This design comes from an exercise in tuning for small area and a short achievable clock period on the open sky130 flow, not from production work. RTL that was checked went through simulation tests only; none was proved equivalent to the original. No functional check of the RTL was part of run 1. Power is estimated from default activity; no workload was simulated.

[flow/flow/run.sh]
#!/bin/bash
# The standard layout (the standard.sh: standard synthesis, floorplan,
# placement, CTS, routing), with one change: the buffers placed on the
# ports are the platform's smallest plain buffer, sky130_fd_sc_hd__buf_1,
# instead of the resizer's default pick (a 10 um2 delay buffer). Timing
# repair still upsizes any port buffer on a critical path.
set -euo pipefail
export BUFFER_PORTS_ARGS="-buffer_cell sky130_fd_sc_hd__buf_1"
bash standard.sh > standard.log 2>&1
[flow/standard.sh]
#!/bin/bash
# synth_recipe.tcl (not shown) runs the flow's synth.tcl, then flattens the netlist and writes it again
# the make line also repeats each setting of config.mk as NAME=value (left out here)
make -C /OpenROAD-flow-scripts/flow DESIGN_CONFIG=/design/flow/config.mk WORK_HOME=/design/flow/orfs CLKGATE_MAP_FILE= SYNTH_SCRIPT=/design/flow/synth_recipe.tcl "${@:-finish}"
[flow/config.mk]
export PLATFORM = sky130hd
export DESIGN_NAME = execute_top
export DESIGN_NICKNAME = execute_top
export VERILOG_FILES = /design/flow/design.v
export SDC_FILE = /design/flow/constraint.sdc
export NUM_CORES = 4
export LEC_CHECK = 0
export CAP_MARGIN = 20
export CORE_MARGIN = 2
export CORE_UTILIZATION = 40
export CTS_CLUSTER_DIAMETER = 100
export CTS_CLUSTER_SIZE = 24
export SETUP_SLACK_MARGIN = 3.2
export SLEW_MARGIN = 20
[flow/constraint.sdc]
create_clock -name core_clock -period 6.0 [get_ports {i_clk}]
set_input_delay 1.2000 -clock core_clock [delete_from_list [all_inputs] [get_ports {i_clk}]]
set_output_delay 1.2000 -clock core_clock [all_outputs]
set_load 0.01 [all_outputs]
[flow/design.v]
`default_nettype none
package exec_pkg;
    localparam int DATA_W   = 32;
    localparam int REG_W    = 5;
    localparam int FUNCT_W  = 6;
    localparam int SHAMT_W  = 5;
    localparam int ALUOP_W  = 4;
    localparam int ALUCTL_W = 4;
    localparam int WB_W     = 2;
    localparam int MEM_W    = 3;
    localparam logic [ALUOP_W-1:0] ALUOP_RTYPE = 4'h0;    
    localparam logic [ALUOP_W-1:0] ALUOP_ADD   = 4'h1;
    localparam logic [ALUOP_W-1:0] ALUOP_SUB   = 4'h2;
    localparam logic [ALUOP_W-1:0] ALUOP_AND   = 4'h3;
    localparam logic [ALUOP_W-1:0] ALUOP_OR    = 4'h4;
    localparam logic [ALUOP_W-1:0] ALUOP_XOR   = 4'h5;
    localparam logic [ALUOP_W-1:0] ALUOP_SLT   = 4'h6;
    localparam logic [ALUOP_W-1:0] ALUOP_LUI   = 4'h7;
    localparam logic [ALUCTL_W-1:0] ALU_AND = 4'b0000;
    localparam logic [ALUCTL_W-1:0] ALU_OR  = 4'b0001;
    localparam logic [ALUCTL_W-1:0] ALU_ADD = 4'b0010;
    localparam logic [ALUCTL_W-1:0] ALU_XOR = 4'b0011;
    localparam logic [ALUCTL_W-1:0] ALU_SLL = 4'b0100;
    localparam logic [ALUCTL_W-1:0] ALU_SRL = 4'b0101;
    localparam logic [ALUCTL_W-1:0] ALU_SUB = 4'b0110;
    localparam logic [ALUCTL_W-1:0] ALU_SLT = 4'b0111;
    localparam logic [ALUCTL_W-1:0] ALU_SRA = 4'b1000;
    localparam logic [ALUCTL_W-1:0] ALU_LUI = 4'b1001;
    localparam logic [ALUCTL_W-1:0] ALU_NOR = 4'b1100;
    localparam logic [FUNCT_W-1:0] FN_SLL = 6'h00;
    localparam logic [FUNCT_W-1:0] FN_SRL = 6'h02;
    localparam logic [FUNCT_W-1:0] FN_SRA = 6'h03;
    localparam logic [FUNCT_W-1:0] FN_ADD = 6'h20;
    localparam logic [FUNCT_W-1:0] FN_SUB = 6'h22;
    localparam logic [FUNCT_W-1:0] FN_AND = 6'h24;
    localparam logic [FUNCT_W-1:0] FN_OR  = 6'h25;
    localparam logic [FUNCT_W-1:0] FN_XOR = 6'h26;
    localparam logic [FUNCT_W-1:0] FN_NOR = 6'h27;
    localparam logic [FUNCT_W-1:0] FN_SLT = 6'h2A;
    typedef struct packed {
        logic               alu_src;     
        logic [ALUOP_W-1:0] alu_op;
        logic               reg_dst;     
    } ex_ctrl_t;
    typedef struct packed {
        logic [15:0]        upper;       
        logic [REG_W-1:0]   rd;
        logic [SHAMT_W-1:0] shamt;
        logic [FUNCT_W-1:0] funct;
    } imm_rtype_t;
    typedef union packed {
        logic signed [DATA_W-1:0] word;
        imm_rtype_t               rtype;
    } imm_word_u;
endpackage
`default_nettype wire
`timescale 1ns/1ns
`default_nettype none
import exec_pkg::*;
module alu_control
(
    input  wire logic [ALUOP_W-1:0] i_alu_op,
    input  wire logic [FUNCT_W-1:0] i_funct,
    output logic                    o_add,
    output logic                    o_sub,     
    output logic                    o_slt,
    output logic                    o_and,
    output logic                    o_or,
    output logic                    o_xor,
    output logic                    o_nor,
    output logic                    o_lui,
    output logic                    o_sll,
    output logic                    o_srl,
    output logic                    o_sra
);
    always_comb begin
        o_add = 1'b0; o_sub = 1'b0; o_slt = 1'b0; o_and = 1'b0;
        o_or  = 1'b0; o_xor = 1'b0; o_nor = 1'b0; o_lui = 1'b0;
        o_sll = 1'b0; o_srl = 1'b0; o_sra = 1'b0;
        case (i_alu_op)
            ALUOP_RTYPE: begin
                case (i_funct)
                    FN_SUB:  o_sub = 1'b1;
                    FN_AND:  o_and = 1'b1;
                    FN_OR:   o_or  = 1'b1;
                    FN_XOR:  o_xor = 1'b1;
                    FN_NOR:  o_nor = 1'b1;
                    FN_SLT:  begin o_sub = 1'b1; o_slt = 1'b1; end
                    FN_SLL:  o_sll = 1'b1;
                    FN_SRL:  o_srl = 1'b1;
                    FN_SRA:  o_sra = 1'b1;
                    default: o_add = 1'b1;    
                endcase
            end
            ALUOP_SUB: o_sub = 1'b1;
            ALUOP_AND: o_and = 1'b1;
            ALUOP_OR:  o_or  = 1'b1;
            ALUOP_XOR: o_xor = 1'b1;
            ALUOP_SLT: begin o_sub = 1'b1; o_slt = 1'b1; end
            ALUOP_LUI: o_lui = 1'b1;
            default:   o_add = 1'b1;          
        endcase
    end
endmodule
`default_nettype wire
`timescale 1ns/1ns
`default_nettype none
import exec_pkg::*;
module alu
(
    input  wire logic [DATA_W-1:0] i_p,
    input  wire logic [DATA_W-1:0] i_g,
    input  wire logic              i_cin,
    input  wire logic              i_slt,
    input  wire logic              i_shl,
    input  wire logic              i_shr,
    input  wire logic [2:0]        i_shamt_lo,
    input  wire logic              i_fill,
    output logic [DATA_W-1:0]      o_sum,       
    output logic                   o_slt_bit,
    output logic                   o_zero
);
    logic [DATA_W:0] gt [0:5];
    logic [DATA_W:0] pt [0:5];
    logic [DATA_W-1:0] c, w, sh, pp, t;
    always_comb begin
        gt[0] = {i_g, i_cin};
        pt[0] = {i_p, 1'b0};
        for (int l = 0; l < 5; l++) begin
            for (int i = 0; i <= DATA_W; i++) begin
                if ((i >> l) & 1) begin
                    gt[l+1][i] = gt[l][i] | (pt[l][i] & gt[l][((i >> l) << l) - 1]);
                    pt[l+1][i] = pt[l][i] & pt[l][((i >> l) << l) - 1];
                end else begin
                    gt[l+1][i] = gt[l][i];
                    pt[l+1][i] = pt[l][i];
                end
            end
        end
    end
    assign c = gt[5][DATA_W-1:0];    
    logic [DATA_W-1:0] w1, w2;
    assign w1 = i_shamt_lo[0] ? {i_p[DATA_W-2:0], i_fill}      : i_p;
    assign w2 = i_shamt_lo[1] ? {w1[DATA_W-3:0], {2{i_fill}}}  : w1;
    assign w  = i_shamt_lo[2] ? {w2[DATA_W-5:0], {4{i_fill}}}  : w2;
    always_comb begin
        for (int i = 0; i < DATA_W; i++) sh[i] = i_shr ? w[DATA_W-1-i] : w[i];
    end
    assign pp    = sh;    
    assign o_sum = pp ^ c;
    assign o_slt_bit = i_p[DATA_W-1] ? !c[DATA_W-1] : i_g[DATA_W-1];
    logic z_sum, z_shift;
    always_comb begin
        t[0] = i_cin;
        for (int i = 1; i < DATA_W; i++) t[i] = i_p[i-1] | i_g[i-1];
    end
    assign z_sum = (i_p == t);
    logic [6:0] keep_hi;
    always_comb begin
        for (int i = 0; i < 7; i++) keep_hi[i] = (i_shamt_lo <= 3'(6 - i));    
    end
    assign z_shift = ~|i_p[24:0] & ~|(i_p[31:25] & keep_hi);
    assign o_zero = i_slt ? !o_slt_bit : (i_shl | i_shr) ? z_shift : z_sum;
endmodule
`default_nettype wire
`timescale 1ns/1ns
`default_nettype none
import exec_pkg::*;
module id_ex_reg
(
    input  wire logic              i_clk,
    input  wire logic              i_rst,
    input  wire logic [DATA_W-1:0] i_p,
    input  wire logic [DATA_W-1:0] i_g,
    input  wire logic              i_cin,
    input  wire logic              i_slt,
    input  wire logic              i_shl,
    input  wire logic              i_shr,
    input  wire logic [2:0]        i_shamt_lo,
    input  wire logic              i_fill,
    input  wire logic [DATA_W-1:0] i_rt_data,
    input  wire logic [REG_W-1:0]  i_write_reg,
    input  wire logic [WB_W-1:0]   i_wb_ctrl,
    input  wire logic [MEM_W-1:0]  i_mem_ctrl,
    input  wire logic [1:0]        i_pc_lo,
    input  wire logic [29:0]       i_pcb_sum,
    input  wire logic [1:0]        i_pcb_co,
    output logic                   o_rst_flag,
    output logic [DATA_W-1:0]      o_p,
    output logic [DATA_W-1:0]      o_g,
    output logic                   o_cin,
    output logic                   o_slt,
    output logic                   o_shl,
    output logic                   o_shr,
    output logic [2:0]             o_shamt_lo,
    output logic                   o_fill,
    output logic [DATA_W-1:0]      o_rt_data,
    output logic [REG_W-1:0]       o_write_reg,
    output logic [WB_W-1:0]        o_wb_ctrl,
    output logic [MEM_W-1:0]       o_mem_ctrl,
    output logic [1:0]             o_pc_lo,
    output logic [29:0]            o_pcb_sum,
    output logic [1:0]             o_pcb_co
);
    always_ff @(posedge i_clk) begin
        o_rst_flag  <= !i_rst;
        o_p         <= i_p;
        o_g         <= i_g;
        o_cin       <= i_cin;
        o_slt       <= i_slt;
        o_shl       <= i_shl;
        o_shr       <= i_shr;
        o_shamt_lo  <= i_shamt_lo;
        o_fill      <= i_fill;
        o_rt_data   <= i_rt_data;
        o_write_reg <= i_write_reg;
        o_wb_ctrl   <= i_wb_ctrl;
        o_mem_ctrl  <= i_mem_ctrl;
        o_pc_lo     <= i_pc_lo;
        o_pcb_sum   <= i_pcb_sum;
        o_pcb_co    <= i_pcb_co;
    end
endmodule
`default_nettype wire
`timescale 1ns/1ns
`default_nettype none
import exec_pkg::*;
module execute_stage
(
    input  wire logic              i_flush,
    input  wire logic [DATA_W-1:0] i_pc,
    input  wire logic [DATA_W-1:0] i_rs_data,
    input  wire logic [DATA_W-1:0] i_rt_data,
    input  wire logic [DATA_W-1:0] i_imm,
    input  wire logic [REG_W-1:0]  i_rt,
    input  wire logic [REG_W-1:0]  i_rd,
    input  wire logic [WB_W-1:0]   i_wb_ctrl,
    input  wire logic [MEM_W-1:0]  i_mem_ctrl,
    input  wire logic [5:0]        i_ex_ctrl,
    output logic [DATA_W-1:0]      o_p,
    output logic [DATA_W-1:0]      o_g,
    output logic                   o_cin,
    output logic                   o_slt,
    output logic                   o_shl,        
    output logic                   o_shr,        
    output logic [2:0]             o_shamt_lo,
    output logic                   o_fill,       
    output logic [REG_W-1:0]       o_write_reg,
    output logic [WB_W-1:0]        o_wb_ctrl,
    output logic [MEM_W-1:0]       o_mem_ctrl,
    output logic [29:0]            o_pcb_sum,    
    output logic [1:0]             o_pcb_co      
);
    exec_pkg::ex_ctrl_t ex_ctrl;
    logic [DATA_W-1:0]  a, b, rb, v, coarse;
    logic [1:0]         k;
    logic op_add, op_sub, op_slt, op_and, op_or, op_xor, op_nor, op_lui;
    logic op_sll, op_srl, op_sra, op_right, fill;
    assign ex_ctrl     = i_flush ? 6'd0 : i_ex_ctrl;
    assign o_wb_ctrl   = i_flush ? '0 : i_wb_ctrl;
    assign o_mem_ctrl  = i_flush ? '0 : i_mem_ctrl;
    assign o_write_reg = ex_ctrl.reg_dst ? i_rd : i_rt;
    alu_control u_alu_control (
        .i_alu_op (ex_ctrl.alu_op),
        .i_funct  (i_imm[5:0]),
        .o_add    (op_add),
        .o_sub    (op_sub),
        .o_slt    (op_slt),
        .o_and    (op_and),
        .o_or     (op_or),
        .o_xor    (op_xor),
        .o_nor    (op_nor),
        .o_lui    (op_lui),
        .o_sll    (op_sll),
        .o_srl    (op_srl),
        .o_sra    (op_sra)
    );
    assign a  = i_rs_data;
    assign b  = ex_ctrl.alu_src ? i_imm : i_rt_data;
    assign op_right = op_srl | op_sra;
    assign fill     = i_imm[0] & b[DATA_W-1];
    assign k        = i_imm[10:9];
    always_comb begin
        for (int i = 0; i < DATA_W; i++) rb[i] = b[DATA_W-1-i];
    end
    assign v = i_imm[1] ? rb : b;
    always_comb begin
        case (k)
            2'd0: coarse = v;
            2'd1: coarse = {v[DATA_W-9:0],  {8{fill}}};
            2'd2: coarse = {v[DATA_W-17:0], {16{fill}}};
            default: coarse = {v[DATA_W-25:0], {24{fill}}};
        endcase
    end
    logic              t_ne, t_11, t_00, t_ga, t_gs;
    logic [DATA_W-1:0] u, w, pl, gl;
    assign t_ne = op_add | op_xor | op_or;
    assign t_11 = op_sub | op_and | op_or;
    assign t_00 = op_sub | op_nor;
    assign t_ga = op_add;     
    assign t_gs = op_sub;     
    always_comb begin
        for (int i = 0; i < DATA_W; i++) begin
            u[i]  = a[i] ? t_11 : t_ne;     
            w[i]  = a[i] ? t_ne : t_00;     
            pl[i] = b[i] ? u[i] : w[i];
            gl[i] = a[i] & (b[i] ? t_ga : t_gs);
        end
    end
    always_comb begin
        o_p = pl
            | ({DATA_W{op_lui}} & {b[15:0], 16'h0})
            | ({DATA_W{op_sll | op_right}} & coarse);
        o_g = gl;
    end
    assign o_cin      = op_sub;
    assign o_slt      = op_slt;
    assign o_shl      = op_sll;
    assign o_shr      = op_right;
    assign o_shamt_lo = (op_sll | op_right) ? i_imm[8:6] : 3'd0;
    assign o_fill     = fill;
    logic [29:0] pa, pb, pg, pp, pgt, ppt, pc_c;
    assign pa = i_pc[31:2];
    assign pb = i_imm[29:0];
    assign pg = pa & pb;
    assign pp = pa ^ pb;
    always_comb begin
        pgt = pg;
        ppt = pp;
        for (int l = 0; l < 4; l++) begin
            for (int i = 29; i >= 0; i--) begin
                if ((i % 10) >= (1 << l)) begin
                    pgt[i] = pgt[i] | (ppt[i] & pgt[i - (1 << l)]);
                    ppt[i] = ppt[i] & ppt[i - (1 << l)];
                end
            end
        end
        for (int i = 0; i < 30; i++) pc_c[i] = ((i % 10) == 0) ? 1'b0 : pgt[i-1];
    end
    assign o_pcb_sum = pp ^ pc_c;
    assign o_pcb_co  = {pgt[19], pgt[9]};
endmodule
`default_nettype wire
`timescale 1ns/1ns
`default_nettype none
import exec_pkg::*;
module ex_mem_reg
(
    input  wire logic              i_clk,
    input  wire logic              i_rst,
    input  wire logic              i_rst_flag,    
    input  wire logic              i_slt,
    input  wire logic [DATA_W-1:0] i_sum,
    input  wire logic              i_slt_bit,
    input  wire logic              i_zero,
    input  wire logic [DATA_W-1:0] i_write_data,
    input  wire logic [REG_W-1:0]  i_write_reg,
    input  wire logic [WB_W-1:0]   i_wb_ctrl,
    input  wire logic [MEM_W-1:0]  i_mem_ctrl,
    input  wire logic [DATA_W-1:0] i_pc_branch,
    output logic      [DATA_W-1:0] o_alu_result,
    output logic                   o_alu_zero,
    output logic      [DATA_W-1:0] o_write_data,
    output logic      [REG_W-1:0]  o_write_reg,
    output logic      [WB_W-1:0]   o_wb_ctrl,
    output logic      [MEM_W-1:0]  o_mem_ctrl,
    output logic      [DATA_W-1:0] o_pc_branch
);
    logic kill;
    assign kill = !i_rst || i_rst_flag;
    always_ff @(posedge i_clk) begin
        if (kill) begin
            o_alu_result <= '0;
            o_alu_zero   <= i_rst;    
            o_write_data <= '0;
            o_write_reg  <= '0;
            o_wb_ctrl    <= '0;
            o_mem_ctrl   <= '0;
            o_pc_branch  <= '0;
        end else begin
            o_alu_result <= i_slt ? {{(DATA_W-1){1'b0}}, i_slt_bit} : i_sum;
            o_alu_zero   <= i_zero;
            o_write_data <= i_write_data;
            o_write_reg  <= i_write_reg;
            o_wb_ctrl    <= i_wb_ctrl;
            o_mem_ctrl   <= i_mem_ctrl;
            o_pc_branch  <= i_pc_branch;
        end
    end
endmodule
`default_nettype wire
`timescale 1ns/1ns
`default_nettype none
import exec_pkg::*;
module execute_top
(
    input  wire logic              i_clk,
    input  wire logic              i_rst,
    input  wire logic              i_flush,
    input  wire logic [DATA_W-1:0] i_pc,
    input  wire logic [DATA_W-1:0] i_rs_data,
    input  wire logic [DATA_W-1:0] i_rt_data,
    input  wire logic [DATA_W-1:0] i_imm,        
    input  wire logic [REG_W-1:0]  i_rt,
    input  wire logic [REG_W-1:0]  i_rd,
    input  wire logic [WB_W-1:0]   i_wb_ctrl,
    input  wire logic [MEM_W-1:0]  i_mem_ctrl,
    input  wire logic [5:0]        i_ex_ctrl,    
    output logic      [DATA_W-1:0] o_alu_result,
    output logic                   o_alu_zero,
    output logic      [DATA_W-1:0] o_write_data,
    output logic      [REG_W-1:0]  o_write_reg,
    output logic      [WB_W-1:0]   o_wb_ctrl,
    output logic      [MEM_W-1:0]  o_mem_ctrl,
    output logic      [DATA_W-1:0] o_pc_branch
);
    logic [DATA_W-1:0] s1_p, s1_g;
    logic              s1_cin, s1_slt, s1_shl, s1_shr, s1_fill;
    logic [2:0]        s1_shamt_lo;
    logic [REG_W-1:0]  s1_write_reg;
    logic [WB_W-1:0]   s1_wb_ctrl;
    logic [MEM_W-1:0]  s1_mem_ctrl;
    logic [29:0]       s1_pcb_sum;
    logic [1:0]        s1_pcb_co;
    logic              idex_rst_flag;
    logic [DATA_W-1:0] idex_p, idex_g, idex_rt_data;
    logic              idex_cin, idex_slt, idex_shl, idex_shr, idex_fill;
    logic [2:0]        idex_shamt_lo;
    logic [REG_W-1:0]  idex_write_reg;
    logic [WB_W-1:0]   idex_wb_ctrl;
    logic [MEM_W-1:0]  idex_mem_ctrl;
    logic [1:0]        idex_pc_lo;
    logic [29:0]       idex_pcb_sum;
    logic [1:0]        idex_pcb_co;
    logic [1:0]        pcb_cin;
    logic [DATA_W-1:0] ex_sum, ex_pc_branch;
    logic              ex_slt_bit, ex_zero;
    execute_stage u_execute_stage (
        .i_flush     (i_flush),
        .i_pc        (i_pc),
        .i_rs_data   (i_rs_data),
        .i_rt_data   (i_rt_data),
        .i_imm       (i_imm),
        .i_rt        (i_rt),
        .i_rd        (i_rd),
        .i_wb_ctrl   (i_wb_ctrl),
        .i_mem_ctrl  (i_mem_ctrl),
        .i_ex_ctrl   (i_ex_ctrl),
        .o_p         (s1_p),
        .o_g         (s1_g),
        .o_cin       (s1_cin),
        .o_slt       (s1_slt),
        .o_shl       (s1_shl),
        .o_shr       (s1_shr),
        .o_shamt_lo  (s1_shamt_lo),
        .o_fill      (s1_fill),
        .o_write_reg (s1_write_reg),
        .o_wb_ctrl   (s1_wb_ctrl),
        .o_mem_ctrl  (s1_mem_ctrl),
        .o_pcb_sum   (s1_pcb_sum),
        .o_pcb_co    (s1_pcb_co)
    );
    id_ex_reg u_id_ex_reg (
        .i_clk       (i_clk),
        .i_rst       (i_rst),
        .i_p         (s1_p),
        .i_g         (s1_g),
        .i_cin       (s1_cin),
        .i_slt       (s1_slt),
        .i_shl       (s1_shl),
        .i_shr       (s1_shr),
        .i_shamt_lo  (s1_shamt_lo),
        .i_fill      (s1_fill),
        .i_rt_data   (i_rt_data),
        .i_write_reg (s1_write_reg),
        .i_wb_ctrl   (s1_wb_ctrl),
        .i_mem_ctrl  (s1_mem_ctrl),
        .i_pc_lo     (i_pc[1:0]),
        .i_pcb_sum   (s1_pcb_sum),
        .i_pcb_co    (s1_pcb_co),
        .o_rst_flag  (idex_rst_flag),
        .o_p         (idex_p),
        .o_g         (idex_g),
        .o_cin       (idex_cin),
        .o_slt       (idex_slt),
        .o_shl       (idex_shl),
        .o_shr       (idex_shr),
        .o_shamt_lo  (idex_shamt_lo),
        .o_fill      (idex_fill),
        .o_rt_data   (idex_rt_data),
        .o_write_reg (idex_write_reg),
        .o_wb_ctrl   (idex_wb_ctrl),
        .o_mem_ctrl  (idex_mem_ctrl),
        .o_pc_lo     (idex_pc_lo),
        .o_pcb_sum   (idex_pcb_sum),
        .o_pcb_co    (idex_pcb_co)
    );
    alu u_alu (
        .i_p        (idex_p),
        .i_g        (idex_g),
        .i_cin      (idex_cin),
        .i_slt      (idex_slt),
        .i_shl      (idex_shl),
        .i_shr      (idex_shr),
        .i_shamt_lo (idex_shamt_lo),
        .i_fill     (idex_fill),
        .o_sum      (ex_sum),
        .o_slt_bit  (ex_slt_bit),
        .o_zero     (ex_zero)
    );
    assign pcb_cin[0] = idex_pcb_co[0];
    assign pcb_cin[1] = idex_pcb_co[1] | (&idex_pcb_sum[19:10] & idex_pcb_co[0]);
    assign ex_pc_branch = {idex_pcb_sum[29:20] + {9'd0, pcb_cin[1]},
                           idex_pcb_sum[19:10] + {9'd0, pcb_cin[0]},
                           idex_pcb_sum[9:0], idex_pc_lo};
    ex_mem_reg u_ex_mem_reg (
        .i_clk        (i_clk),
        .i_rst        (i_rst),
        .i_rst_flag   (idex_rst_flag),
        .i_slt        (idex_slt),
        .i_sum        (ex_sum),
        .i_slt_bit    (ex_slt_bit),
        .i_zero       (ex_zero),
        .i_write_data (idex_rt_data),
        .i_write_reg  (idex_write_reg),
        .i_wb_ctrl    (idex_wb_ctrl),
        .i_mem_ctrl   (idex_mem_ctrl),
        .i_pc_branch  (ex_pc_branch),
        .o_alu_result (o_alu_result),
        .o_alu_zero   (o_alu_zero),
        .o_write_data (o_write_data),
        .o_write_reg  (o_write_reg),
        .o_wb_ctrl    (o_wb_ctrl),
        .o_mem_ctrl   (o_mem_ctrl),
        .o_pc_branch  (o_pc_branch)
    );
endmodule
`default_nettype wire
==> results of run 1 <==
==> what timing repair did <==
action,in CTS,in global routing
setup endpoints to repair,74,70
buffers inserted,18,23
gates resized for setup,69,36
gates cloned,4,6
pin swaps,16,28
==> synthesized netlist by cell type, drive strengths merged (4+ instances only) <==
master | n | share of area, %
dfxtp | 256 | 38
nand2 | 121 | 3.4
nor2 | 115 | 3.2
mux2i | 104 | 7.7
clkbuf | 79 | 2.2
a21oi | 74 | 2.7
and2 | 64 | 3.0
mux4 | 59 | 9.9
o21ai | 50 | 1.9
inv | 40 | 1.1
o211ai | 40 | 2.2
xnor2 | 38 | 2.5
xor2 | 36 | 2.3
ha | 34 | 3.2
o211a | 33 | 2.5
nand3 | 23 | 0.85
buf | 20 | 0.77
nor2b | 20 | 0.93
a21o | 19 | 1.1
o221ai | 16 | 1.0
o22ai | 16 | 0.74
mux2 | 14 | 1.2
nor3 | 14 | 0.52
nor4 | 12 | 0.56
a211oi | 8 | 0.45
or3 | 8 | 0.37
a211o | 7 | 0.45
and3 | 7 | 0.32
nand2b | 7 | 0.32
nand4 | 7 | 0.32
o21a | 7 | 0.39
a21boi | 5 | 0.28
or2 | 5 | 0.23
a31oi | 4 | 0.19
o21bai | 4 | 0.22
o31ai | 4 | 0.22
or4 | 4 | 0.22
==> how the worst max path moves through the flow <==
stage	startpoint	end	cells after the start	slack [ns]
finish	i_ex_ctrl[2]	u_id_ex_reg.o_p[29]	11	2.87
global route	i_ex_ctrl[2]	u_id_ex_reg.o_p[29]	11	2.86
CTS	i_ex_ctrl[1]	u_id_ex_reg.o_p[17]	10	2.89
detailed placement	i_ex_ctrl[1]	u_id_ex_reg.o_p[29]	9	1.69
global placement	i_flush	u_id_ex_reg.o_p[16]	9	1.73
floorplan	i_ex_ctrl[1]	u_id_ex_reg.o_p[21]	12	2.38
==> layout make-up <==
class	count	area (um2)
Antenna cell	3	7.51
Sequential cell	256	5130
Fill cell	3218	17000
Clock inverter	4	46.3
Inverter	40	158
Multi-Input combinational cell	1015	8190
Timing Repair Buffer	331	1860
Clock buffer	16	379
Tap cell	448	561
==> metal layers <==
layer  vias up  track usage (%)  share of wire [%]
li1       5588                -                  -
met1      5729             32.0                 39
met2       648             40.0                 47
met3       113             6.46                 11
met4         2             8.51                3.3
met5         -                0              0.024
==> power breakdown <==
| group | total, uW | switching [uW] | internal [uW] | leakage (uW) |
|---|---|---|---|---|
| clock network | 1090 | 614 | 471 | 0.000209 |
| registers | 2020 | 169 | 1860 | 0.00213 |
| logic | 1080 | 579 | 505 | 0.00428 |
==> layout by cell type (no fill, tap or decap), drive strengths merged, types with 19 or more instances in the layout <==
| master | Yosys | final |
|---|---|---|
| xnor2 | 38 | 38 |
| mux2i | 104 | 104 |
| a21o | 19 | 19 |
| o211ai | 40 | 40 |
| inv | 40 | 42 |
| buf | 20 | 323 |
| clkbuf | 79 | 23 |
| nor2b | 20 | 20 |
| xor2 | 36 | 36 |
| and2 | 64 | 64 |
| o21ai | 50 | 50 |
| nand2 | 121 | 121 |
| nand3 | 23 | 23 |
| mux4 | 59 | 59 |
| nor2 | 115 | 115 |
| a21oi | 74 | 74 |
| o211a | 33 | 33 |
| dfxtp | 256 | 256 |
| ha | 34 | 34 |
==> through the flow <==
stage | total power (uW) | std cells | area [um2]
2_1_floorplan | 2690 | 1409 | 13600
3_3_place_gp | 2990 | 2038 | 14800
3_5_place_dp | 3010 | 2038 | 14800
4_1_cts | 4140 | 2080 | 15800
5_1_grt | 4390 | 2113 | 16300
6_report | 4190 | 2113 | 16300
==> cells by family (layout without fill, tap and decap cells) <==
| logic type | Yosys count | in the layout | synth area share (%) |
|---|---|---|---|
| AND/OR/NAND/NOR | 417 | 418 | 14.9 |
| AO/OA/AOI/OAI | 309 | 309 | 15.9 |
| flip-flops | 256 | 256 | 38.0 |
| multiplexers | 177 | 177 | 18.7 |
| buffers and inverters | 139 | 391 | 4.08 |
| XOR/XNOR | 74 | 74 | 4.81 |
| adder cells (fa/ha/maj) | 37 | 37 | 3.60 |
| other | 0 | 3 | 0 |
==> metrics list, run 1 <==
- The die covers 35200 um2.
- The startpoint identified for the worst register-to-register timing path is u_id_ex_reg.o_p[0].
* Mean post-synth cell area: 9.57 um2
* Worst max-slew margin expressed relative to the limit: 39.1%
* CTS root buffer: sky130_fd_sc_hd__clkbuf_16
- Final weighted congestion in routability-driven placement: 0.933
* Leakage Power: 0.00662 uW
- Port buffer count: 258
* Setup CP Type: in -> reg
- Highest clock frequency the design can meet: 319 MHz
* Global-route wire length before repair: between 60000 and 70000 um
- Across all register-to-register paths, the minimum setup slack is 3.28 ns.
- Antenna-violating nets left: 0
* Number of maximum-capacitance violations: 0
* Clk sinks: ~260
- Compared with the post-synthesis result, the final layout area differs by 21.1%.
- Worst R2R End: u_ex_mem_reg.o_alu_result[30]
* Max Slew Vio Count: 0
* Worst-Margin Slew: 0.911 ns
* Pre-antenna DRT Iters: 6
- Clock tree from TritonCTS: yes
* Number of buffers created by CTS: 15
- Detailed routing inserted a total of 12080 vias.
- The cell area that synthesis handed to floorplanning was about 13000 um2.
- In this run the number of H-tree levels came out at 1.
* Maximum fanout count along the critical path: 6
- After legalization and detailed placement, the total HPWL measured 32700 um.
- The cell family contributing the most delay on the critical path is compound AO/OA/AOI/OAI gates.
* Fin nets: 1848
- Starting density of the core: 40.4%
- In this run, distinct cell masters in the synthesized netlist total 67.
- The flow ran to the end and the layout has no timing, DRC or antenna violations.
* Endpoint type of the worst setup path: flip-flop
* Initial antenna violation count: 4
* Clock period minus final worst setup slack: between 3 and 4 ns
* End point of the most critical hold path: u_ex_mem_reg.o_pc_branch[3]
- Setup total negative slack on the finished layout was measured at 0 ns.
* Class of the most critical hold timing path: reg -> reg
- After layout, the worst setup slack is 2.87 ns.
- Across every metal layer, demand over resource in global routing totals around 25%.
- The slowest stage of the critical path belongs to the cell sky130_fd_sc_hd__or4_4.
- The largest single stage delay on the critical path is 0.54 ns.
- Worst path arrival time: 3.54 ns
- Routed wire length: 46100 um
* Count of mapped cells out of synthesis: 1409
- Yosys mapped a number of flops with a built-in enable equal to 0.
- Pin placement for this block handled 259 I/O pins.
- Post-Route Skew: 0.0430 ns
* Worst R2R Path Depth: 9
- Top FF cell, synth: sky130_fd_sc_hd__dfxtp_1
- Most used cell, CP: sky130_fd_sc_hd__buf_12
- Core Area: ~33000 um2
- Along the worst hold path, the cell count comes to 1.
- After clock tree synthesis, the flow added hold-fix buffers numbering 0.
* Syn nets: 1598
- At the placement stage, the worst setup path has a slack of 1.69 ns.
- Fraction of final layout cells sized beyond drive strength 1: 14.3%
- Drt via density: 5.72
- Once layout is complete, the utilization of the core stands at between 40 and 50%.
- After detailed routing, the average wire length per cell comes to 21.8 um.
- Worst hold slack across all endpoints: 0.412 ns
* Kind of start point of the critical path: primary input
* Starting DRC count in detailed routing: ~1300
- Counting flops with an async set or reset pin after synthesis yields a share of 0%.
* Peak supply drop: 0.196 mV
* Total DRC errors in the routed layout: 0
* Areal power density over the cells: 257 nW/um2
- Final hold violations: 0
- Clock-pin slew was measured on the worst setup and hold paths at ~0.10 ns.
- Entering global routing, the biggest net connects 60 pins.
* CP Buf/Inv Count: 4
- The clock passes through at most 3 buffers.
- The critical path goes through buf_8 -> or4_4 -> a2111o_1 -> a21o_4 -> and4_4 -> buf_6 -> nor2_4 -> buf_12 -> buf_12 -> a21oi_1 -> a211o_1.
* DIE WIDTH: between 150 and 200 um
- Warnings, synthesis: 7
- Origin of the worst min-delay path: u_id_ex_reg.o_pcb_sum[1]
* Register bit count reported by yosys: 256
- Setup violations remaining at the end of the flow were counted as 0.
- Data on the critical path is required at its endpoint by 6.41 ns.
- Source-to-sink clock delay at the later pin of the worst-skew pair: 0.53 ns
* Die height: 188 um
* Share of the clock period used by the worst path after layout: 52.2%
* Total gr overflow: 0
- Setup repair after global routing could not meet its margin everywhere.
- Vias in the first global route: 11320
- Summing the sequential cell areas from Yosys gives between 30% and 40% of the chip area.
- Core Rows: 67
==> inputs of run 2 (changes only) <==
--- a/flow/design.v
+++ b/flow/design.v
@@ -122,7 +122,7 @@
 );
     logic [DATA_W:0] gt [0:5];
     logic [DATA_W:0] pt [0:5];
-    logic [DATA_W-1:0] c, w, sh, pp, t;
+    logic [DATA_W-1:0] c, w, pp, t;
     always_comb begin
         gt[0] = {i_g, i_cin};
         pt[0] = {i_p, 1'b0};
@@ -143,10 +143,12 @@
     assign w1 = i_shamt_lo[0] ? {i_p[DATA_W-2:0], i_fill}      : i_p;
     assign w2 = i_shamt_lo[1] ? {w1[DATA_W-3:0], {2{i_fill}}}  : w1;
     assign w  = i_shamt_lo[2] ? {w2[DATA_W-5:0], {4{i_fill}}}  : w2;
+    logic sel_n;
+    assign sel_n = !(i_shl | i_shr);
     always_comb begin
-        for (int i = 0; i < DATA_W; i++) sh[i] = i_shr ? w[DATA_W-1-i] : w[i];
+        for (int i = 0; i < DATA_W; i++)
+            pp[i] = (i_shl & w[i]) | (i_shr & w[DATA_W-1-i]) | (sel_n & i_p[i]);
     end
-    assign pp    = sh;    
     assign o_sum = pp ^ c;
     assign o_slt_bit = i_p[DATA_W-1] ? !c[DATA_W-1] : i_g[DATA_W-1];
     logic z_sum, z_shift;
@@ -317,7 +319,7 @@
     assign o_slt      = op_slt;
     assign o_shl      = op_sll;
     assign o_shr      = op_right;
-    assign o_shamt_lo = (op_sll | op_right) ? i_imm[8:6] : 3'd0;
+    assign o_shamt_lo = i_imm[8:6];
     assign o_fill     = fill;
     logic [29:0] pa, pb, pg, pp, pgt, ppt, pc_c;
     assign pa = i_pc[31:2];
==> run 2 against run 1 <==
  * Hold slack lost 0.011 ns
  * Clock power grew 15%
  * Largest power group unchanged
  * Wire length grew 7.1%
  * Combinational power grew 6%
  * Via count grew 8.1%
  * Power grew 5.8%
  * Cell area grew 2.2%
  * Critical endpoint is now u_id_ex_reg.o_p[4]
  * Sequential cell count is the same
==> metrics list, run 2 <==
- The flow ran to the end and the layout has no timing, DRC or antenna violations.
- Commonest cells after routing, fill and taps aside: sky130_fd_sc_hd__buf_1, sky130_fd_sc_hd__dfxtp_1, sky130_fd_sc_hd__nor2_1
* Class of the most critical hold timing path: reg -> reg
* Die Footprint: about 35000 um2
* Register bit count reported by yosys: around 260
- For the worst setup path, the data required time is 6.36 ns.
- Routed wire per std cell: about 22 um
* Internal power consumption: 2950 uW
- Core Rows: 67
- End point of the most critical hold path: u_ex_mem_reg.o_write_data[15]
* Timing startpoint of the critical path: i_flush
* Antenna-violating nets left: 0
- At the pin with the least slew margin, the transition time is 1.04 ns.
- Worst path cell trace: buf_4 -> nor2b_4 -> buf_12 -> buf_6 -> mux2i_4 -> or2b_4 -> inv_1 -> maj3_2 -> a21oi_2 -> o221ai_1
- The routed design has 49400 um of wire.
* Combinational Power Share: between 20% and 30%
* EDFF count, synth: 0
- Per report_power, the sequential group accounts for roughly 46% of the total.
- The worst register-to-register path begins at u_id_ex_reg.o_p[0].
- Worst R2R End: u_ex_mem_reg.o_alu_result[28]
- Drt via density: 5.74
- Once the floorplan was initialized, standard cells occupied roughly 41% of the core.
- The total area inside the core boundary comes to roughly 33000 um2.
* Source-to-sink clock delay at the later pin of the worst-skew pair: 0.54 ns
- During I/O placement, the number of pins put on the boundary was about 260.
* Fraction of power consumed by the clock network: between 20% and 30%
- For this design, the sink count on the clock tree is roughly 260.
- The number of clock buffers added by TritonCTS is 16.
* Sw Share: 33.4%
* R2R Setup Slk: roughly 3.3 ns
- Total DRC errors in the routed layout: 0
- After the last flow step, the layout net total stands at 2006.
- Asr flop ratio synth: 0%
- The Yosys step of the flow raised 7 warnings.
- Port buffer count: 258
- Syn nets: 1755
* Max Slew Vio Count: 0
- Mean post-synth cell area: 8.67 um2
- Leakage Power: 0.00676 uW
* Setup repair after global routing missed its margin: true
* Pre-CTS setup slack: 1.72 ns
- Initial antenna violation count: 2
- The via count of the first global-routing pass is between 10000 and 15000.
* Origin of the worst min-delay path: u_id_ex_reg.o_rt_data[15]
- The largest total area in the synthesized netlist belongs to sky130_fd_sc_hd__dfxtp_1.
- Endpoint type of the worst setup path: flip-flop
- In the post-synthesis netlist, the biggest area contributors are sky130_fd_sc_hd__dfxtp_1, sky130_fd_sc_hd__mux2i_1, sky130_fd_sc_hd__a21oi_1, sky130_fd_sc_hd__nor2_1, sky130_fd_sc_hd__and2_1.
- Detailed placement ended at an HPWL of 35200 um.
- Worst max-slew margin expressed relative to the limit: 30.6%
- Setup violations remaining at the end of the flow were counted as 0.
- Leading post-synthesis cells by instance count: sky130_fd_sc_hd__dfxtp_1, sky130_fd_sc_hd__nor2_1, sky130_fd_sc_hd__a21oi_1, sky130_fd_sc_hd__nand2_1, sky130_fd_sc_hd__o21ai_0
- Based on the critical path, the design can be clocked at up to approximately 360 MHz.
- Die height: 188 um
- The clock passes through at most 3 buffers.
- In the final layout, the share of cells above drive strength 1 is 13.1%.
- The cell area that synthesis handed to floorplanning was 13600 um2.
- CTS root buffer: sky130_fd_sc_hd__clkbuf_16
- Clock tree from TritonCTS: yes
- Largest net degree at the start of global routing: 60
* Final hold violations: 0
* Top-area cell type share of the netlist area: 37.8%
- For this run, the register share of the synthesized area comes to 37.8%.
- Largest incremental delay on the critical path: ~0.42 ns
- Final-layout setup total negative slack: 0 ns
* CTS clk-pin slew, worst paths: around 0.11 ns
- Total gr overflow: 0
- DIE WIDTH: 188 um
- Global Route Usage Sum: 26.5%
* Worst hold slack across all endpoints: approximately 0.40 ns
- Worst R2R Path Depth: 10
- Starting DRC count in detailed routing: 1332
- Areal power density over the cells: 266 nW/um2
* Final weighted congestion in routability-driven placement: between 0.9 and 1
* Post-Route Skew: between 0.05 and 0.06 ns
* Kind of start point of the critical path: primary input
* Top FF cell, synth: sky130_fd_sc_hd__dfxtp_1
- After layout, the worst setup slack is 3.19 ns.
* Maximum fanout count along the critical path: 10
- The worst setup path is of the in -> reg kind.
* Post-synthesis cell type count: 75
* Number of maximum-capacitance violations: 0
- Number of stages on the worst hold path: 1
- The worst-case IR drop observed on VDD is 0.197 mV.
- Share of the clock period used by the worst path after layout: 46.8%
- Critical-path cell with the highest stage delay: sky130_fd_sc_hd__maj3_2
- At the worst endpoint, the arrival time is between 3 and 4 ns.
- sky130_fd_sc_hd__dfxtp_1 is the most common cell in the netlist.
- Net switching power of the design: 1480 uW
- H-tree level count: 1
* Global-route wire length before repair: 72600 um
* Count of mapped cells out of synthesis: 1566
* Area growth, synth to finish: 23.0%
* Clock period minus final worst setup slack: 2.81 ns
- After filler insertion, the fill cell instance count of the layout stands at 3194.
- The pre-antenna-repair detailed-routing pass consisted of 5 iterations.
- Vias: 13055
==> run 2: cell count changes after synthesis, sizes merged, moves of 14 or more <==
cell	before	now
inv	40	54
nor2b	20	41
mux2i	104	84
o21ai	50	84
mux2	14	29
mux4	59	3
nor3	14	29
a21oi	74	120
clkbuf	79	63
o211ai	40	9
a211oi	8	38
a221oi	1	27
buf	20	46
nor2	115	147
==> run 2: worst max-delay path by stage <==
stage / endpoint / slack, ns / cells past startpoint
finish: u_id_ex_reg.o_p[4] / 3.19 / 10
global route: u_id_ex_reg.o_p[29] / 3.16 / 13
floorplan: u_id_ex_reg.o_p[17] / 3.03 / 10
detailed placement: u_id_ex_reg.o_p[29] / 1.72 / 11
global placement: u_id_ex_reg.o_p[31] / 1.80 / 11
CTS: u_id_ex_reg.o_p[24] / 3.16 / 11
==> run 2: area by class of cell <==
class | count | area, um2 | share of cell area, %
clock buffer | 16 | 400 | 2.40
antenna | 3 | 7.51 | 0.0450
inverter | 55 | 225 | 1.35
timing repair buffer | 339 | 1930 | 11.6
sequential | 256 | 5140 | 30.8
tap | 448 | 561 | 3.36
clock inverter | 7 | 136 | 0.817
multi-input combinational | 1148 | 8290 | 49.6
timing repair inverter | 1 | 5.00 | 0.0300
==> run 2: kinds of logic after synthesis <==
kind of cell               synth area share [%]
AOI/OAI and AO/OA                          21.5
xor gates and xnor gates                   5.42
adders and majority gates                  3.65
buffers and inverters                      5.25
DFF                                        37.8
muxes                                      9.24
and+or+nand+nor                            17.2
==> run 2: per-layer routing <==
layer	vias to the layer above	wire, um	GRT usage [%]
met3	140	4080	4.25
met4	0	2460	12.1
met5	-	0	0
li1	6075	-	-
met1	6093	19600	33.2
met2	747	23200	44.9
==> run 2: power groups by stage <==
| stage | sequential (uW) | clock [uW] | combinational, uW |
|---|---|---|---|
| final | 2040 | 1250 | 1150 |
| after detailed placement | 2070 | 0 | 1030 |
| after global placement | 2070 | 0 | 1020 |
| after floorplan | 1980 | 0 | 776 |
| after CTS | 2030 | 1270 | 1090 |
| after global routing | 2060 | 1330 | 1250 |
==> run 2: repair_timing <==
action	4_1_cts	5_1_grt
pin swaps	7	9
hold buffers	0	0
endpoints found under the setup margin	57	48
resized for setup	54	65
setup buffers	27	32
cloned	6	3
==> run 2: per-stage QoR <==
step	util (%)	area, um2	total power, uW	std cells
4_1_cts	48.2	16100	4380	2235
3_3_place_gp	44.8	15000	3080	2179
5_1_grt	49.9	16700	4640	2271
2_1_floorplan	-	13900	2750	1566
3_5_place_dp	44.8	15000	3100	2179
6_report	49.9	16700	4440	2273
==> run 2: worst max-delay path: cells and delay by family <==
family | cells | cell delay [ns]
AND/OR/NAND/NOR | 2 | 0.35
AO/OA/AOI/OAI | 2 | 0.34
adder cells (fa/ha/maj) | 1 | 0.42
buffers and inverters | 4 | 0.47
multiplexers | 1 | 0.39
==> inputs of run 3 (changes only) <==
--- a/flow/config.mk
+++ b/flow/config.mk
@@ -10,5 +10,5 @@
 export CORE_UTILIZATION = 40
 export CTS_CLUSTER_DIAMETER = 100
 export CTS_CLUSTER_SIZE = 24
-export SETUP_SLACK_MARGIN = 3.2
+export SETUP_SLACK_MARGIN = 3.35
 export SLEW_MARGIN = 20
==> run 3 against run 2 <==
  * Largest power group unchanged
  * Sequential power barely moved
  * Highest routed layer unchanged
  * First-iteration DRC count rose by 0.83%
  * Synthesized cell count did not move
==> metrics list, run 3 <==
- Measured along the x axis, the die boundary spans 188 um.
- Clock period minus final worst setup slack: ~2.7 ns
* Register bit count reported by yosys: 256
- Number of buffers on the longest clock path: 3
- The layout has 3185 filler cells.
* EDFF count, synth: 0
- Areal power density over the cells: about 250 nW/um2
* Fin nets: 2057
* Count of boundary I/O pins: 259
- For this run, the number of standard cells in the final layout without fillers is 2322.
- Top-area cell type share of the netlist area: 37.8%
- After legalization and detailed placement, the total HPWL measured 36200 um.
- Post-synthesis cell type count: 75
- Port buffer count: 258
* Global-route wire length before repair: ~75000 um
- The pre-antenna-repair detailed-routing pass consisted of 6 iterations.
- Antenna-violating nets left: 0
- Each instance of the synthesized netlist takes up on average 8.67 um2.
- STA puts the critical path data required time at 6.37 ns.
- Sequential fraction of the synthesis area: 37.8%
* Setup CP Type: in -> reg
- Die height: 188 um
- After floorplanning, the core was sized to cover 33400 um2.
* Fraction of final layout cells sized beyond drive strength 1: a little under a fifth
- The worst setup path is captured at a flip-flop.
- The number of antenna violations at the first check in global routing is 1.
* Number of stages on the worst hold path: 1
* H-tree level count: 1
* Maximum fanout count along the critical path: 6
- The clock reaches the later pin of the worst-skew pair after 0.51 ns.
- By area the synthesized netlist is led by sky130_fd_sc_hd__dfxtp_1, sky130_fd_sc_hd__mux2i_1, sky130_fd_sc_hd__a21oi_1, sky130_fd_sc_hd__nor2_1, sky130_fd_sc_hd__and2_1.
- Leaving out fill and tap cells, the most frequent cells in the layout are sky130_fd_sc_hd__buf_1, sky130_fd_sc_hd__dfxtp_1, sky130_fd_sc_hd__nor2_1.
- Clock tree synthesis found a total of 256 sinks.
- Syn nets: roughly 1800
- For this configuration, the core starts out at a cell density of 40.6%.
* Drt via density: just under 6
- CTS clk-pin slew, worst paths: 0.10 ns
- Worst path arrival time: 3.10 ns
- Leading cell type by number of instances after synthesis: sky130_fd_sc_hd__dfxtp_1
- Across the VDD grid, the largest voltage drop is about 0.18 mV.
- Cell accounting for the most synthesized area: sky130_fd_sc_hd__dfxtp_1
- Final hold violations: 0
- In the synthesized netlist the async set-or-reset flop fraction comes to 0%.
- Entering global routing, the biggest net connects 60 pins.
- Setup repair after global routing could not meet its margin everywhere.
* Kind of start point of the critical path: primary input
- Die Footprint: 35400 um2
- Worst-Margin Slew: 1.26 ns
* Class of the most critical hold timing path: reg -> reg
* Area growth, synth to finish: 27.9%
- Total DRC errors in the routed layout: 0
- In this run the tightest slew margin relative to its limit is 15.6%.
- The via count of the first global-routing pass was 12606.
- Leading post-synthesis cells by instance count: sky130_fd_sc_hd__dfxtp_1, sky130_fd_sc_hd__nor2_1, sky130_fd_sc_hd__a21oi_1, sky130_fd_sc_hd__nand2_1, sky130_fd_sc_hd__o21ai_0
* FF-to-FF Start: u_id_ex_reg.o_p[9]
- The number of cells on the worst reg-to-reg path is 8.
- Number of buffers created by CTS: 15
- Count of mapped cells out of synthesis: 1566
- Final-layout setup total negative slack: 0 ns
- CTS root buffer: sky130_fd_sc_hd__clkbuf_16
* Routed wire per std cell: 22.4 um
- Global Route Usage Sum: 27.7%
- Share of the clock period used by the worst path after layout: 45.4%
* Post-Route Skew: between 0.02 and 0.025 ns
* Top FF cell, synth: sky130_fd_sc_hd__dfxtp_1
- After the first detailed-routing iteration, the DRC count stood at 1343.
- In this run the critical register-to-register path is captured at u_ex_mem_reg.o_alu_result[18].
* Core Rows: 67
- Number of placed instances, taps included: 2179
- The run finished with no timing, DRC or antenna violations.
* R2R Setup Slk: 3.37 ns
- Number of maximum-capacitance violations: 0
* Clock tree from TritonCTS: yes
- Derived from the worst setup path, the maximum achievable clock frequency is 367 MHz.
* Final weighted congestion in routability-driven placement: 0.953
- Origin of the worst min-delay path: u_id_ex_reg.o_rt_data[25]
- Warnings, synthesis: 7
- Setup violations remaining at the end of the flow were counted as 0.
- Mapped Area: 13600 um2
* Max Slew Vio Count: 0
- The worst hold path terminates at u_ex_mem_reg.o_write_data[25].
* Leakage Power: between 0.007 and 0.008 uW
* Routed wire length: 52000 um
- For this run the aggregate overflow at the end of global routing stands at 0.
* Vias: 13467
- Total power after layout: 4400 uW
==> run 3: cell count changes in the layout (fill, tap and decap cells not counted), moves of 4 or more <==
cell / previous run / this run
sky130_fd_sc_hd__o21ai_0: 71 / 63
sky130_fd_sc_hd__buf_4: 55 / 93
sky130_fd_sc_hd__a211oi_1: 34 / 27
sky130_fd_sc_hd__o221ai_2: 0 / 13
sky130_fd_sc_hd__a21oi_2: 11 / 19
sky130_fd_sc_hd__buf_6: 5 / 12
sky130_fd_sc_hd__a211oi_2: 4 / 11
sky130_fd_sc_hd__o221ai_1: 26 / 13
sky130_fd_sc_hd__a21oi_1: 107 / 97
sky130_fd_sc_hd__clkinvlp_4: 1 / 5
sky130_fd_sc_hd__o21ai_1: 6 / 11
==> run 3: cell families (layout without fill, tap and decap cells) <==
logic type / Yosys count / count (layout) / synth area share, %
AND/OR/NAND/NOR: 482 / 486 / 17.2
flip-flops: 256 / 256 / 37.8
other: 0 / 1 / 0
buffers and inverters: 164 / 465 / 5.25
XOR/XNOR: 84 / 84 / 5.42
adder cells (fa/ha/maj): 38 / 38 / 3.65
AO/OA/AOI/OAI: 426 / 428 / 21.5
multiplexers: 116 / 116 / 9.24
==> run 3: area by class of cell <==
class | count | area, um2 | share of cell area [%]
multi-input combinational | 1152 | 8600 | 49.6
sequential | 256 | 5140 | 29.6
timing repair buffer | 386 | 2350 | 13.5
tap | 448 | 561 | 3.23
clock buffer | 18 | 397 | 2.29
inverter | 55 | 233 | 1.34
clock inverter | 4 | 62.6 | 0.360
timing repair inverter | 2 | 12.5 | 0.0721
antenna | 1 | 2.50 | 0.0144
==> run 3: metal layers <==
layer	vias to the layer above	routed length [um]	track usage, %	part of all wire, %
met5	-	0	0	0
met4	0	3080	13.0	5.9
met3	171	4540	4.88	8.7
met2	715	23600	45.2	45
met1	6410	20800	35.6	40
li1	6171	-	-	-
==> run 3: where the power goes <==
part | internal, uW | total (uW) | switching, uW | leakage, uW
Sequential | 1860 | 2040 | 182 | 0.00213
Clock | 524 | 1120 | 601 | 0.000220
Combinational | 545 | 1240 | 694 | 0.00467
Total | 2930 | 4400 | 1480 | 0.00702
==> run 3: stage by stage <==
stage	setup WS, ns	hold WS (ns)	util (%)	cell area (um2)
2_1_floorplan	3.03	0.406	-	13900
3_3_place_gp	1.82	0.406	44.9	15000
3_5_place_dp	1.77	0.410	44.9	15000
4_1_cts	3.32	0.431	49.6	16600
5_1_grt	3.18	0.447	51.9	17400
6_report	3.27	0.428	51.9	17400
==> run 3: timing repair <==
item / CTS / global route
gates cloned: 11 / 7
gates resized for setup: 82 / 94
endpoints found under the setup margin: 85 / 66
pin swaps: 21 / 36
hold buffers: 0 / 0
setup buffers: 69 / 33
==> run 3: worst max path at each step <==
stage                                    startpoint                            to  slack, ns  cells past startpoint
final                                  i_ex_ctrl[5]           u_id_ex_reg.o_p[10]       3.27                     11
after global routing                   i_ex_ctrl[5]           u_id_ex_reg.o_p[16]       3.18                     14
after global placement                      i_flush           u_id_ex_reg.o_p[24]       1.82                     10
after CTS                 u_id_ex_reg.o_shamt_lo[0]  u_ex_mem_reg.o_alu_result[9]       3.32                      7
after floorplan                             i_flush           u_id_ex_reg.o_p[17]       3.03                     10
after detailed placement                    i_flush           u_id_ex_reg.o_p[23]       1.77                      9
==> run 3: critical path: stages <==
cell and delay [ns]:
sky130_fd_sc_hd__buf_1 0.08, sky130_fd_sc_hd__nor2b_4 0.12, sky130_fd_sc_hd__buf_12 0.13, sky130_fd_sc_hd__buf_4 0.14, sky130_fd_sc_hd__buf_16 0.14, sky130_fd_sc_hd__buf_8 0.13, sky130_fd_sc_hd__buf_12 0.12, sky130_fd_sc_hd__mux2i_4 0.22
sky130_fd_sc_hd__buf_4 0.19, sky130_fd_sc_hd__o311ai_0 0.45, sky130_fd_sc_hd__o221ai_2 0.17
==> inputs of run 4 (changes only) <==
--- a/flow/config.mk
+++ b/flow/config.mk
@@ -7,8 +7,8 @@
 export LEC_CHECK = 0
 export CAP_MARGIN = 20
 export CORE_MARGIN = 2
-export CORE_UTILIZATION = 40
+export CORE_UTILIZATION = 62
 export CTS_CLUSTER_DIAMETER = 100
 export CTS_CLUSTER_SIZE = 24
-export SETUP_SLACK_MARGIN = 3.35
+export SETUP_SLACK_MARGIN = 3.2
 export SLEW_MARGIN = 20
==> run 4 against run 3 <==
  * Maximum frequency decreased by 4.8%
  * Wire length decreased by 11%
  * Still clean
  * Sequential share of layout area rose by 2.0 points
  * Clock-buffer cell count fell by 3
  * Via count decreased by 1.1%
  * Worst setup slack worse by 0.14 ns
  * Hold slack got worse by 0.022 ns
==> metrics list, run 4 <==
- The run finished with no timing, DRC or antenna violations.
* Source-to-sink clock delay at the later pin of the worst-skew pair: 0.51 ns
* Max Slew Vio Count: 0
- The worst setup path is captured at a flip-flop.
- EDFF count, synth: 0
* Pre-CTS setup slack: 1.66 ns
- The synthesized netlist contains 75 unique library cells.
- Combinational Power Share: 27.3%
- DIE WIDTH: roughly 150 um
* Cells taking the most area after synthesis: sky130_fd_sc_hd__dfxtp_1, sky130_fd_sc_hd__mux2i_1, sky130_fd_sc_hd__a21oi_1, sky130_fd_sc_hd__nor2_1, sky130_fd_sc_hd__and2_1
- Of all flip-flops after synthesis, the portion carrying an async set or reset was 0%.
- Worst path arrival time: 3.22 ns
* Number of maximum-capacitance violations: 0
* Core Rows: 54
* Final-layout setup total negative slack: 0 ns
* Highest clock frequency the design can meet: 349 MHz
- CTS saw 256 sinks.
* Total power after layout: approximately 4200 uW
* Fraction of power consumed by the clock network: between 20% and 30%
- Syn nets: 1755
- Final hold violations: 0
- By instance count, the leading cell after synthesis is sky130_fd_sc_hd__dfxtp_1.
* Commonest cells after routing, fill and taps aside: sky130_fd_sc_hd__buf_1, sky130_fd_sc_hd__dfxtp_1, sky130_fd_sc_hd__nor2_1
- The number of antenna violations at the first check in global routing is 2.
* Count of boundary I/O pins: 259
- Final Core Density: 75.1%
- Final Worst Setup Slack: 3.14 ns
- During synthesis, Yosys emitted a total of 7 warnings.
* Die height: 152 um
- Headroom to the max-slew limit came out at 36.1%.
* Net switching power of the design: between 1000 and 1500 uW
- Wires add up to around 47000 um.
* CTS clk-pin slew, worst paths: ~0.11 ns
* Number of buffers created by CTS: 14
- Setup repair after global routing missed its margin: true
- Vias in the first global route: 11948
* Sequential fraction of the synthesis area: 37.8%
- Pre-antenna DRT Iters: 10
- Count of mapped cells out of synthesis: ~1600
- Setup violations remaining at the end of the flow were counted as 0.
- Peak supply drop: 0.226 mV
* End point of the most critical hold path: u_ex_mem_reg.o_write_data[5]
* Share of the clock period used by the worst path after layout: 47.7%
- Global-route wire length before repair: 69000 um
* Total gr overflow: 0
* Origin of the worst min-delay path: u_id_ex_reg.o_rt_data[5]
- The mapped netlist covers 13600 um2.
- Fraction of final layout cells sized beyond drive strength 1: 13.2%
- Class of the most critical hold timing path: reg -> reg
- Summing over every cut layer, the via total after detailed routing is 13316.
- The detail route stage leaves a number of antenna-violating nets equal to 0.
- Routed wire per std cell: about 22 um
- Area growth, synth to finish: 20.0%
* Fin nets: 2007
- The internal portion of the total power is 2810 uW.
- Summed over all instances, the cell type with the most area after synthesis is sky130_fd_sc_hd__dfxtp_1.
- In this run the clock root is driven by a sky130_fd_sc_hd__clkbuf_16.
- Top FF cell, synth: sky130_fd_sc_hd__dfxtp_1
- Summed over all cells, the static leakage comes to 0.00668 uW.
- For met1 alone, demand over resource in global routing was 50.0%.
* Detailed Place HPWL: 32500 um
- R2R Setup Slk: ~3.3 ns
- Entering global routing, the biggest net connects 60 pins.
- Setup CP Type: in -> reg
* Core Area: 21700 um2
- Areal power density over the cells: approximately 260 nW/um2
- Per report_power, the sequential group accounts for 48.8% of the total.
* Kind of start point of the critical path: primary input
* Post-Route Skew: roughly 0.026 ns
- In this run switching power makes up 32.9% of total power.
- In the routed layout, each cell is associated on average with a via count of between 6 and 7.
- FF-to-FF Start: u_id_ex_reg.o_p[19]
* Final Non-Filler Cells: ~2100
- Counting tap cells, the placed design contains a total of 2007 instances.
- At the worst endpoint, the required time is between 6 and 7 ns.
* H-tree level count: 1
- At the pin with the least slew margin, the transition time is 0.955 ns.
* Number of stages on the worst hold path: 1
- In this run the most used layer during global routing was met2.
* Global Route Usage Sum: ~38%
- In the routed design, unresolved DRC markers number 0.
- Met3 track demand over resource: 7.87%
- Port buffer count: 258
- After the first detailed-routing iteration, the DRC count stood at 1723.
- Mean post-synth cell area: 8.67 um2
* Die Footprint: 23100 um2
* Clock period minus final worst setup slack: between 2 and 3 ns
- For this run, global-route usage on met2 was measured as 60.4%.
- Maximum fanout count along the critical path: 36
* Top-area cell type share of the netlist area: 37.8%
- Most common library cell in the layout ignoring fill and taps: sky130_fd_sc_hd__buf_1
* Final weighted congestion in routability-driven placement: 1.04
- Number of buffers inserted by hold repair at cts: 0
- Register bit count reported by yosys: approximately 260
- Leading post-synthesis cells by instance count: sky130_fd_sc_hd__dfxtp_1, sky130_fd_sc_hd__nor2_1, sky130_fd_sc_hd__a21oi_1, sky130_fd_sc_hd__nand2_1, sky130_fd_sc_hd__o21ai_0
- For the worst flop-to-flop path, the logic depth is 7.
- Clock tree from TritonCTS: yes
- Worst R2R End: u_ex_mem_reg.o_alu_zero
* Number of buffers on the longest clock path: 3
- For this configuration, the core starts out at a cell density of 62.6%.
## run 4: cell counts after synthesis
Identical to the previous run, type by type.
## run 4: per-layer routing
layer	part of all wire [%]	up-vias
met5	0.028	-
met4	5.8	2
met2	45	943
met1	38	6088
met3	12	204
li1	-	6079
## run 4: cells by family (layout without fill, tap and decap cells)
family | after synthesis | count (layout) | share of synthesized area (%)
buf+inv | 164 | 411 | 5.25
mux | 116 | 116 | 9.24
simple gates | 482 | 486 | 17.2
fa+ha+maj | 38 | 38 | 3.65
flops | 256 | 256 | 37.8
other cells | 0 | 1 | 0
xor+xnor | 84 | 84 | 5.42
compound gates | 426 | 427 | 21.5
## run 4: worst max path at each step
stage | slack, ns | from | cells past startpoint | to
after detailed placement | 1.66 | i_imm[0] | 10 | u_id_ex_reg.o_p[29]
after global routing | 3.11 | i_imm[2] | 10 | u_id_ex_reg.o_p[18]
final | 3.14 | i_imm[5] | 12 | u_id_ex_reg.o_p[29]
after floorplan | 3.03 | i_flush | 10 | u_id_ex_reg.o_p[17]
after global placement | 1.72 | i_imm[0] | 10 | u_id_ex_reg.o_p[29]
after CTS | 3.18 | i_flush | 11 | u_id_ex_reg.o_p[24]
## run 4: layout make-up
cell class,instances,area (um2)
Tap cell,280,350
Fill cell,1647,5400
Timing Repair inverter,1,5.00
Inverter,55,223
Clock buffer,15,375
Antenna cell,1,2.50
Sequential cell,256,5150
Multi-Input combinational cell,1151,8310
Timing Repair Buffer,339,1870
Clock inverter,1,8.76
## run 4: power groups by stage
stage / clock [uW] / sequential (uW) / combinational [uW]
floorplan: 0 / 1980 / 776
global placement: 0 / 2070 / 989
detailed placement: 0 / 2070 / 1000
CTS: 1010 / 2030 / 1060
global route: 1070 / 2060 / 1240
finish: 1000 / 2040 / 1150
## run 4: worst max-delay path, cell delays in order
cell,delay (ns)
sky130_fd_sc_hd__clkbuf_4,0.18
sky130_fd_sc_hd__mux2i_1,0.23
sky130_fd_sc_hd__a21oi_1,0.12
sky130_fd_sc_hd__o21a_1,0.25
sky130_fd_sc_hd__o21a_1,0.23
sky130_fd_sc_hd__buf_8,0.21
sky130_fd_sc_hd__nor2_4,0.13
sky130_fd_sc_hd__buf_12,0.14
sky130_fd_sc_hd__buf_4,0.13
sky130_fd_sc_hd__a21oi_1,0.06
sky130_fd_sc_hd__mux2i_1,0.17
sky130_fd_sc_hd__o221ai_1,0.16
## run 4: stage by stage
| step | hold slack, ns | instance area, um2 |
|---|---|---|
| final | 0.406 | 16300 |
| after global routing | 0.436 | 16300 |
| after CTS | 0.415 | 15700 |
| after detailed placement | 0.410 | 14700 |
| after global placement | 0.406 | 14700 |
| after floorplan | 0.406 | 13900 |
## run 4: repair_timing
| action | in CTS | in global routing |
|---|---|---|
| setup endpoints to repair | 79 | 53 |
| pin swaps | 5 | 13 |
| gates resized for setup | 46 | 71 |
| buffers inserted | 30 | 33 |
| cloned | 7 | 4 |
==> inputs of run 5 (changes only) <==
--- a/flow/config.mk
+++ b/flow/config.mk
@@ -7,7 +7,7 @@
 export LEC_CHECK = 0
 export CAP_MARGIN = 20
 export CORE_MARGIN = 2
-export CORE_UTILIZATION = 62
+export CORE_UTILIZATION = 55
 export CTS_CLUSTER_DIAMETER = 100
 export CTS_CLUSTER_SIZE = 24
 export SETUP_SLACK_MARGIN = 3.2
==> run 5 against run 4 <==
  * Still clean
  * Synthesized area unchanged
  * First-iteration DRC count down 3.8%
  * Sequential power about the same
  * Register-to-register slack worse by 0.03 ns
==> metrics list, run 5 <==
* Run status: complete, no violations
- The count of buffers added on input and output ports is ~260.
* Part of the total power dissipated in sequential elements: 48.2%
- R2R Setup Slk: 3.31 ns
- Combinational family with the most area after synthesis: compound AO/OA/AOI/OAI gates
- Clock-pin slew was measured on the worst setup and hold paths at 0.10 ns.
* Number of stages on the worst hold path: 1
* Asr flop ratio synth: 0%
* Mean post-synth cell area: between 8 and 9 um2
- Net switching power of the design: 1390 uW
- Final hold violations: 0
- Clock period minus final worst setup slack: 2.80 ns
- The floorplan step defined a core boundary enclosing 24200 um2.
* Fin nets: 1995
- In the post-synthesis netlist, the biggest area contributors are sky130_fd_sc_hd__dfxtp_1, sky130_fd_sc_hd__mux2i_1, sky130_fd_sc_hd__a21oi_1, sky130_fd_sc_hd__nor2_1, sky130_fd_sc_hd__and2_1.
* Register bit count reported by yosys: 256
- The library cells used most frequently in the layout, excluding fill and tap cells, are sky130_fd_sc_hd__dfxtp_1, sky130_fd_sc_hd__buf_1, sky130_fd_sc_hd__nor2_1.
- Endpoint type of the worst setup path: flip-flop
- Of the cells placed in the final design, the portion with a size suffix greater than 1 is 12.7%.
- Starting density of the core: ~56%
- Cell accounting for the most synthesized area: sky130_fd_sc_hd__dfxtp_1
- Number of maximum-capacitance violations: 0
- Internal power consumption: between 2000 and 3000 uW
- Number of buffers inserted by hold repair at cts: 0
- End point of the most critical hold path: u_ex_mem_reg.o_write_data[2]
* Final Core Density: 66.8%
- Worst R2R End: u_ex_mem_reg.o_alu_zero
- Class of the most critical hold timing path: reg -> reg
- In this run the tightest slew margin relative to its limit is 39.0%.
- Global Route Usage Sum: 34.8%
* Kind of start point of the critical path: primary input
- The number of slew-limit violations in the final report was 0.
* Peak supply drop: 0.273 mV
- Dividing the detail-routed wire length by the instance count gives 22.1 um.
* Number of buffers on the longest clock path: 3
- Clock tree from TritonCTS: yes
- CTS saw 256 sinks.
- Worst-Margin Slew: 0.909 ns
- Leading cell type by number of instances after synthesis: sky130_fd_sc_hd__dfxtp_1
* Vias in the first global route: 11876
- The detail route stage leaves a number of antenna-violating nets equal to 0.
* Origin of the worst min-delay path: u_id_ex_reg.o_rt_data[2]
* Final weighted congestion in routability-driven placement: 0.977
* Mux contribution to synthesized area: 9.24%
- Critical path data required time: 6.40 ns
- Drt via density: 6.07
* Starting DRC count in detailed routing: 1658
* Pre-antenna DRT Iters: 10
* Worst R2R Path Depth: 9
-- run 5: changes by cell type in the layout (fill, tap and decap cells not counted), moves of 3 or more --
cell                      before  now
sky130_fd_sc_hd__dfxtp_1     243  249
sky130_fd_sc_hd__dfxtp_2      11    6
sky130_fd_sc_hd__mux2_4        5    2
sky130_fd_sc_hd__mux2i_2       2    6
sky130_fd_sc_hd__mux2_2       24   27
sky130_fd_sc_hd__a21oi_1     109  106
sky130_fd_sc_hd__buf_4        61   56
-- run 5: per-layer routing --
metal / vias to the layer above / track usage, % / part of all wire [%]
met2: 797 / 56.4 / 46
met5: - / 0 / 0
met3: 143 / 7.27 / 11
met4: 0 / 14.5 / 4.9
met1: 5960 / 45.3 / 39
li1: 6052 / - / -
-- run 5: cell families (layout without fill, tap and decap cells) --
family	count (synthesis)	after routing
compound gates	426	426
xor+xnor	84	84
fa+ha+maj	38	38
buf+inv	164	404
flops	256	256
mux	116	116
other cells	0	3
simple gates	482	484
-- run 5: worst max-delay path by stage --
| stage | startpoint | endpoint | depth (start not counted) |
|---|---|---|---|
| final | i_ex_ctrl[4] | u_id_ex_reg.o_p[21] | 8 |
| after detailed placement | i_imm[0] | u_id_ex_reg.o_p[31] | 10 |
| after floorplan | i_flush | u_id_ex_reg.o_p[17] | 10 |
| after CTS | u_id_ex_reg.o_p[0] | u_ex_mem_reg.o_alu_result[28] | 9 |
| after global placement | i_imm[0] | u_id_ex_reg.o_p[31] | 10 |
| after global routing | i_ex_ctrl[4] | u_id_ex_reg.o_p[21] | 11 |
-- run 5: repair_timing --
item,4_1_cts,5_1_grt
cloned,3,2
setup endpoints to repair,77,61
pin swaps,4,8
resized for setup,44,70
buffers inserted,30,25
-- run 5: area by class of cell --
| cell class | count | area (um2) | share of cell area, % |
|---|---|---|---|
| Antenna cell | 3 | 7.51 | 0.0463 |
| Tap cell | 324 | 405 | 2.50 |
| Multi-Input combinational cell | 1148 | 8290 | 51.2 |
| Inverter | 55 | 216 | 1.34 |
| Clock buffer | 16 | 379 | 2.34 |
| Clock inverter | 2 | 35.0 | 0.216 |
| Timing Repair Buffer | 331 | 1740 | 10.7 |
| Sequential cell | 256 | 5140 | 31.7 |
-- run 5: worst max-delay path, stage by stage --
cell and delay, ns:
sky130_fd_sc_hd__buf_1 0.14, sky130_fd_sc_hd__nor4_4 0.34, sky130_fd_sc_hd__o21ai_2 0.15, sky130_fd_sc_hd__or4_4 0.46, sky130_fd_sc_hd__a21o_4 0.24, sky130_fd_sc_hd__a31o_4 0.28, sky130_fd_sc_hd__buf_4 0.16, sky130_fd_sc_hd__o221ai_1 0.22
-- run 5: stage by stage --
| stage | setup WS, ns | cells | hold WS [ns] | power, uW |
|---|---|---|---|---|
| detailed placement | 1.52 | 2054 | 0.410 | 3090 |
| CTS | 3.16 | 2105 | 0.414 | 4170 |
| finish | 3.20 | 2135 | 0.425 | 4240 |
| global placement | 1.60 | 2053 | 0.407 | 3070 |
| global route | 3.10 | 2133 | 0.444 | 4410 |
| floorplan | 3.03 | 1566 | 0.406 | 2750 |
-- run 5: power groups by stage --
stage	registers (uW)	clock network, uW	logic [uW]
2_1_floorplan	1980	0	776
3_3_place_gp	2070	0	1010
3_5_place_dp	2070	0	1020
4_1_cts	2030	1070	1070
5_1_grt	2060	1130	1230
6_report	2040	1060	1130

## what the ideal ports hide
The results above use ideal ports. As a check the final layouts listed here were re-extracted and re-timed, cells and wires unchanged.
Step 1: set_driving_cell puts a clkbuf_16 on i_clk and a buf_2 on each other input, an assumption about the parent block.
Step 2 moves the port delays by t, midway between the first and last clock arrival at a register: inputs arrive t later, outputs are due t later. That takes back most of the time a late clock gives input paths.
Slacks: ideal / step 1 / step 2; pairs: ideal / step 1.
run	shift t [ns]	slack for setup (ns)	slew at the worst register clock pin (ns)
run 1	0.560	2.867 / 2.880 / 2.319	0.11 / 0.11
run 2	0.564	3.189 / 3.214 / 2.650	0.11 / 0.11
run 3	0.552	3.274 / 3.294 / 2.741	0.10 / 0.10
run 4	0.547	3.138 / 3.152 / 2.605	0.11 / 0.11
run 5	0.550	3.197 / 3.185 / 2.635	0.10 / 0.10
After both steps every run listed still meets setup and hold. For run 5, which loses most, drivers alone change the setup slack by -0.012 ns; drivers and shift together by -0.562 ns.
